From an optimization exercise on the open Yosys and OpenROAD flow, aimed at small area; shortcuts taken in it are not production practice.
In this exercise RTL edits were held to simulation tests only and were not proved equivalent to the original.

$ cat flow/design.v
module cpu_top (
    input  logic        clk,
    input  logic        rst_n,
    input  logic [15:0] i_imem_data,
    input  logic [15:0] i_dmem_rdata,
    output logic [10:0] o_imem_addr,
    output logic [10:0] o_dmem_addr,
    output logic        o_dmem_we,
    output logic [15:0] o_dmem_wdata,
    output logic        o_io_stall
);
    logic [2:0]  st_q;
    logic [10:0] pc_q;
    logic [15:0] a_q;           
    logic [15:0] x_q;           
    logic [15:0] regs [16];
    logic [15:0] vld_q;
    wire [15:0] ir = i_imem_data;
    wire [2:0]  op = ir[15:13];
    wire [3:0]  rs = ir[12:9];
    wire [3:0]  rt = ir[8:5];
    wire [3:0]  rd = ir[4:1];
    wire        fb = ir[0];
    logic [2:0] last;
    always_comb begin
        case (op)
            3'd0:    last = 3'd5;
            3'd1:    last = fb ? 3'd6 : 3'd5;
            3'd2:    last = 3'd7;
            3'd3:    last = 3'd6;
            default: last = 3'd4;
        endcase
    end
    wire is_last = (st_q == last);
    always_ff @(posedge clk or negedge rst_n) begin
        if (!rst_n)         st_q <= 3'd0;
        else if (st_q == 3'd0) st_q <= 3'd2;
        else if (is_last)   st_q <= 3'd1;
        else                st_q <= st_q + 3'd1;
    end
    assign o_io_stall = (st_q != 3'd1);
    wire [3:0]  ridx  = (st_q == 3'd2) ? rs : rt;
    wire [15:0] rdata = vld_q[ridx] ? regs[ridx] : 16'd0;
    always_ff @(posedge clk) begin
        if (st_q == 3'd2) a_q <= rdata;
    end
    wire        sub  = (op == 3'd0) ? fb : 1'b1;
    wire [15:0] sum  = a_q + (rdata ^ {16{sub}}) + {15'd0, sub};
    wire        lt   = (a_q[15] != rdata[15]) ? a_q[15] : sum[15];
    wire        eq   = (sum == 16'd0);
    wire [10:0] addr = a_q[10:0] + {{6{ir[4]}}, ir[4:0]};
    logic [3:0] dig;
    always_comb begin
        case (st_q[1:0])
            2'd3:    dig = rdata[15:12];
            2'd0:    dig = rdata[11:8];
            2'd1:    dig = rdata[7:4];
            default: dig = rdata[3:0];
        endcase
    end
    wire [15:0] acc_in = (st_q == 3'd3) ? 16'd0 : {x_q[11:0], 4'd0};
    wire [15:0] mstep  = acc_in + (a_q & {16{dig[0]}}) + ({a_q[14:0], 1'b0} & {16{dig[1]}})
                       + ({a_q[13:0], 2'b0} & {16{dig[2]}}) + ({a_q[12:0], 3'b0} & {16{dig[3]}});
    always_ff @(posedge clk) begin
        x_q <= mstep;
    end
    logic        we;
    logic [15:0] wdata;
    wire  [3:0]  widx = (op == 3'd2) ? rt : rd;
    always_comb begin
        we    = 1'b0;
        wdata = sum;
        case (op)
            3'd0: we = (st_q == 3'd3);
            3'd1: begin
                we    = fb ? (st_q == 3'd6) : (st_q == 3'd3);
                wdata = fb ? mstep : {15'd0, lt};
            end
            3'd2: begin
                we    = (st_q == 3'd4);
                wdata = i_dmem_rdata;
            end
            default: ;
        endcase
    end
    always_ff @(posedge clk) begin
        if (we) regs[widx] <= wdata;
    end
    always_ff @(posedge clk or negedge rst_n) begin
        if (!rst_n)  vld_q <= 16'd0;
        else if (we) vld_q[widx] <= 1'b1;
    end
    wire        taken = (op == 3'd4) && eq;
    wire [10:0] pinc  = pc_q + (taken ? {{6{ir[4]}}, ir[4:0]} : 11'd0) + 11'd1;
    always_ff @(posedge clk or negedge rst_n) begin
        if (!rst_n) pc_q <= 11'd0;
        else if (st_q != 3'd0 && is_last) pc_q <= (op == 3'd5) ? ir[11:1] : pinc;
    end
    assign o_imem_addr  = pc_q;
    assign o_dmem_addr  = addr;
    assign o_dmem_we    = (st_q == 3'd5) && (op == 3'd3);
    assign o_dmem_wdata = rdata;
endmodule
$ cat flow/run.sh
#!/bin/bash
# synth_recipe.tcl (not shown) runs the flow's synth.tcl, then flattens the netlist and writes it again
# the make line also repeats each setting of config.mk as NAME=value (left out here)
make -C /OpenROAD-flow-scripts/flow DESIGN_CONFIG=/design/flow/config.mk WORK_HOME=/design/flow/orfs CLKGATE_MAP_FILE= SYNTH_SCRIPT=/design/flow/synth_recipe.tcl finish
$ cat flow/config.mk
export PLATFORM = sky130hd
export DESIGN_NAME = cpu_top
export DESIGN_NICKNAME = cpu_top
export VERILOG_FILES = /design/flow/design.v
export SDC_FILE = /design/flow/constraint.sdc
export NUM_CORES = 4
export LEC_CHECK = 0
export ABC_AREA = 1
export CAP_MARGIN = 20
export CORE_MARGIN = 2
export CORE_UTILIZATION = 55
export SLEW_MARGIN = 20
$ cat flow/constraint.sdc
create_clock -name core_clock -period 5.5 [get_ports {clk}]
set_input_delay 1.1000 -clock core_clock [delete_from_list [all_inputs] [get_ports {clk}]]
set_output_delay 1.1000 -clock core_clock [all_outputs]
set_load 0.01 [all_outputs]
==> summary.txt <==
## cells in the mapped netlist, types with 2 or more instances
library cell	count	area [µm²]
clkinv_1	4	15.0
xnor2_1	18	158
fa_1	40	801
nand3_2	2	20.0
xor2_1	28	245
and2_1	3	18.8
nand4_1	10	62.6
nand2_2	6	37.5
clkbuf_1	15	56.3
o21ai_0	32	160
dfrtp_1	30	751
o21a_1	4	30.0
nand3b_1	4	30.0
buf_2	30	150
inv_2	3	11.3
nand2_4	4	45.0
a211oi_1	2	15.0
o21ai_2	3	26.3
nor2_1	121	454
dfxtp_1	12	240
nand3_1	234	1170
a21o_1	3	22.5
buf_6	6	67.6
ha_1	58	726
nor3_1	9	45.0
a21oi_2	6	52.6
o211ai_1	11	82.6
a31oi_1	16	100
buf_4	12	90.1
o21bai_1	20	150
inv_1	174	653
a21oi_1	42	210
a22oi_1	2	15.0
nand2_1	504	1890
edfxtp_1	272	8170
nor3_2	3	30.0
o221ai_1	3	26.3
## sequential cells by signal, summed over array words and instances (netlist names)
name / cells
st_q: 3
vld_q: 16
x_q: 12
a_q: 16
regs: 256
pc_q: 11
## critical path: cells and delay by family
kind	cells	cell delay [ns]
buffers and inverters	13	1.56
and+or+nand+nor	9	0.68
AOI/OAI and AO/OA	12	1.89
adders and majority gates	4	1.81
## stage by stage
step                cell area [µm²]  hold WS (ns)  setup TNS (ns)
floorplan                     17200         0.442          -97.03
global placement              20400         0.458         -338.48
detailed placement            20500         0.463         -342.79
CTS                           23500         0.479          -92.70
global route                  24200         0.497         -175.67
finish                        24200         0.479         -132.81
## per-layer routing
| metal | vias up | global-route usage [%] |
|---|---|---|
| met5 | - | 0 |
| met4 | 0 | 15.6 |
| met3 | 171 | 5.65 |
| met2 | 790 | 56.8 |
| met1 | 7256 | 47.0 |
| li1 | 6797 | - |
## what timing repair did
action / CTS / global route
endpoints found under the setup margin: 210 / 192
gates cloned: 17 / 3
hold buffers: 0 / 0
buffers inserted: 93 / 21
pin swaps: 113 / 80
resized for setup: 236 / 111
## logic make-up (layout without fill, tap and decap cells)
logic type	after synthesis	count (layout)	synth area share [%]
buffers and inverters	244	704	6.15
AND/OR/NAND/NOR	907	913	22.8
adder cells (fa/ha/maj)	98	98	9.00
AO/OA/AOI/OAI	150	151	5.54
flip-flops	314	314	54.0
XOR/XNOR	47	47	2.51
## layout make-up
type                       count  area, µm²
clock buffer                  39        891
clock inverter                20        234
fill                        1912       6330
inverter                     181        703
multi-input combinational   1209       8060
sequential                   314       9160
tap                          396        495
timing repair buffer         464       4630
## worst max path at each step
stage | from | endpoint | slack [ns]
final | i_imem_data[10] | regs[8][13] | -1.14
after floorplan | i_imem_data[9] | regs[0][15] | -0.92
after global placement | i_imem_data[9] | regs[10][14] | -2.12
after CTS | st_q[0] | pc_q[10] | -0.87
after global routing | st_q[0] | pc_q[10] | -1.45
after detailed placement | i_imem_data[9] | pc_q[9] | -2.22
==> flow_metrics.env <==
export IMPL_cts_buffer_depth=3
export IMPL_diodes=0
export IMPL_final_common_cell="nand2_1"
export IMPL_nNetsFinal=2337
export IMPL_pre_cts_ws_ns=-2.22
export IMPL_yosysSeqAreaShare_pct=54.0
export IMPL_synth_fp_nets=1892
export IMPL_synth_ff_type="edfxtp_1"
export IMPL_io_pins=74
export IMPL_grt_start_max_net_pins=31
export IMPL_antenna_left=0
export IMPL_met3_length_mm=5.02
export IMPL_period_minus_slack_ns=6.64
export IMPL_timing_rr_end="regs[8][13]"
export IMPL_antenna_found_initial=0
export IMPL_yosysUniqueCellTypes=51
export IMPL_final_cell_mix="nand2_1, buf_4, edfxtp_1, nand3_1, inv_1"
export IMPL_die_x_um=180
export IMPL_post_drt_wl_per_cell_um=22.2
export IMPL_yosys_register_bits=314
export IMPL_drive_gt1_share_pct=31.3
export IMPL_grt_usage_pct=35.1
export IMPL_dieHeight_um=180
export IMPL_holdPathStages=1
export IMPL_clk_pin_slew_ns=0.06
export IMPL_core_mm2=0.0305
export IMPL_finalHoldViolations=0
export IMPL_start_util_pct=55.6
export IMPL_drc=0
export IMPL_crit_type="in2reg"
export IMPL_avgSynthCellArea_um2=9.63
export IMPL_top_layer="met4"
export IMPL_required_ns=5.91
export IMPL_hpwl_mm=35.9
export IMPL_status="failed layout checks"
export IMPL_worst_pin_slew_ns=1.04
export IMPL_h_tree_depth=2
export IMPL_via_per_inst=5.72
export IMPL_drt_total_wl_mm=58.3
export IMPL_gp_congestion=0.963
export IMPL_syn_area_mm2=0.0170
export IMPL_failed_checks="negative setup slack"
export IMPL_setup_ws_ns=-1.14
export IMPL_wl_met1_mm=23.0
export IMPL_worst_hold_path_type="reg2reg"
export IMPL_worst_setup_path_end_kind="flop"
export IMPL_clkLatencyLatePin_ns=0.54
export IMPL_hold_start="vld_q[3]"
export IMPL_cp_start_kind="primary input"
export IMPL_period_share_pct=121
export IMPL_overflow=0
export IMPL_fmax_mhz=151
export IMPL_dr_wl_met2_mm=27.6
export IMPL_cpPeakStageDelay_ns=0.55
export IMPL_final_util_pct=79.2
export IMPL_row_count=64
export IMPL_vias=15000
export IMPL_cap_violations=0
export IMPL_clockRootBuffer="clkbuf_16"
export IMPL_setup_viol=189
export IMPL_max_slew_margin_pct=30.2
export IMPL_final_max_slew_viol_count=0
export IMPL_critPathMaxFanout=9
export IMPL_timing_reg2reg_setup_slack_ns=-1.12
export IMPL_cts_tree="yes"
export IMPL_synthArstFlopShare_pct=9.55
export IMPL_cts_buffers=35
export IMPL_drtIter0Drc=1465
export IMPL_stdcell_count=2623
export IMPL_port_buffers=73
export IMPL_synth_edf_count=272
export IMPL_syn_to_final_growth_pct=42.6
export IMPL_design_die_area_mm2=0.0322
export IMPL_first_pass_iters=6
export IMPL_grt_pass1_vias=14800
export IMPL_worst_hold_path_endpoint="vld_q[3]"
export IMPL_syn_inst=1760
export IMPL_rr_startpoint="st_q[1]"
export IMPL_rsz0062_at_grt="yes"
export IMPL_arrival_ns=7.04
export IMPL_fin_worst_skew_ns=0.0165
export IMPL_dp_cells=2443
export IMPL_rr_worst_depth=41
export IMPL_clkSinkCount=314
export IMPL_yosys_warnings=1
export IMPL_slowest_stage="fa_1"
export IMPL_grt_pass1_wl_mm=85.8

==> afterwards: timing with drivers on the ports <==
No port has a modelled driver above. Below, the same layout with a new extraction and two added sets of constraints.
Step 1 assumes that a clkbuf_16 drives the clock port and a buf_2 every other input.
Step 2, shift: input delay + t, output delay - t, t = (earliest + latest rising clock arrival at the registers) / 2. This alone moves slack from input paths to output paths.
a / b / c = no drivers / after step 1 / after step 2; a / b = the first two.
shift t [ns]: 0.586
slack for setup (ns): -1.138 / -1.122 / -1.706
worst setup path after step 2: input to register
The setup slack of this run moves by +0.016 ns with the drivers and by -0.568 ns with both steps.
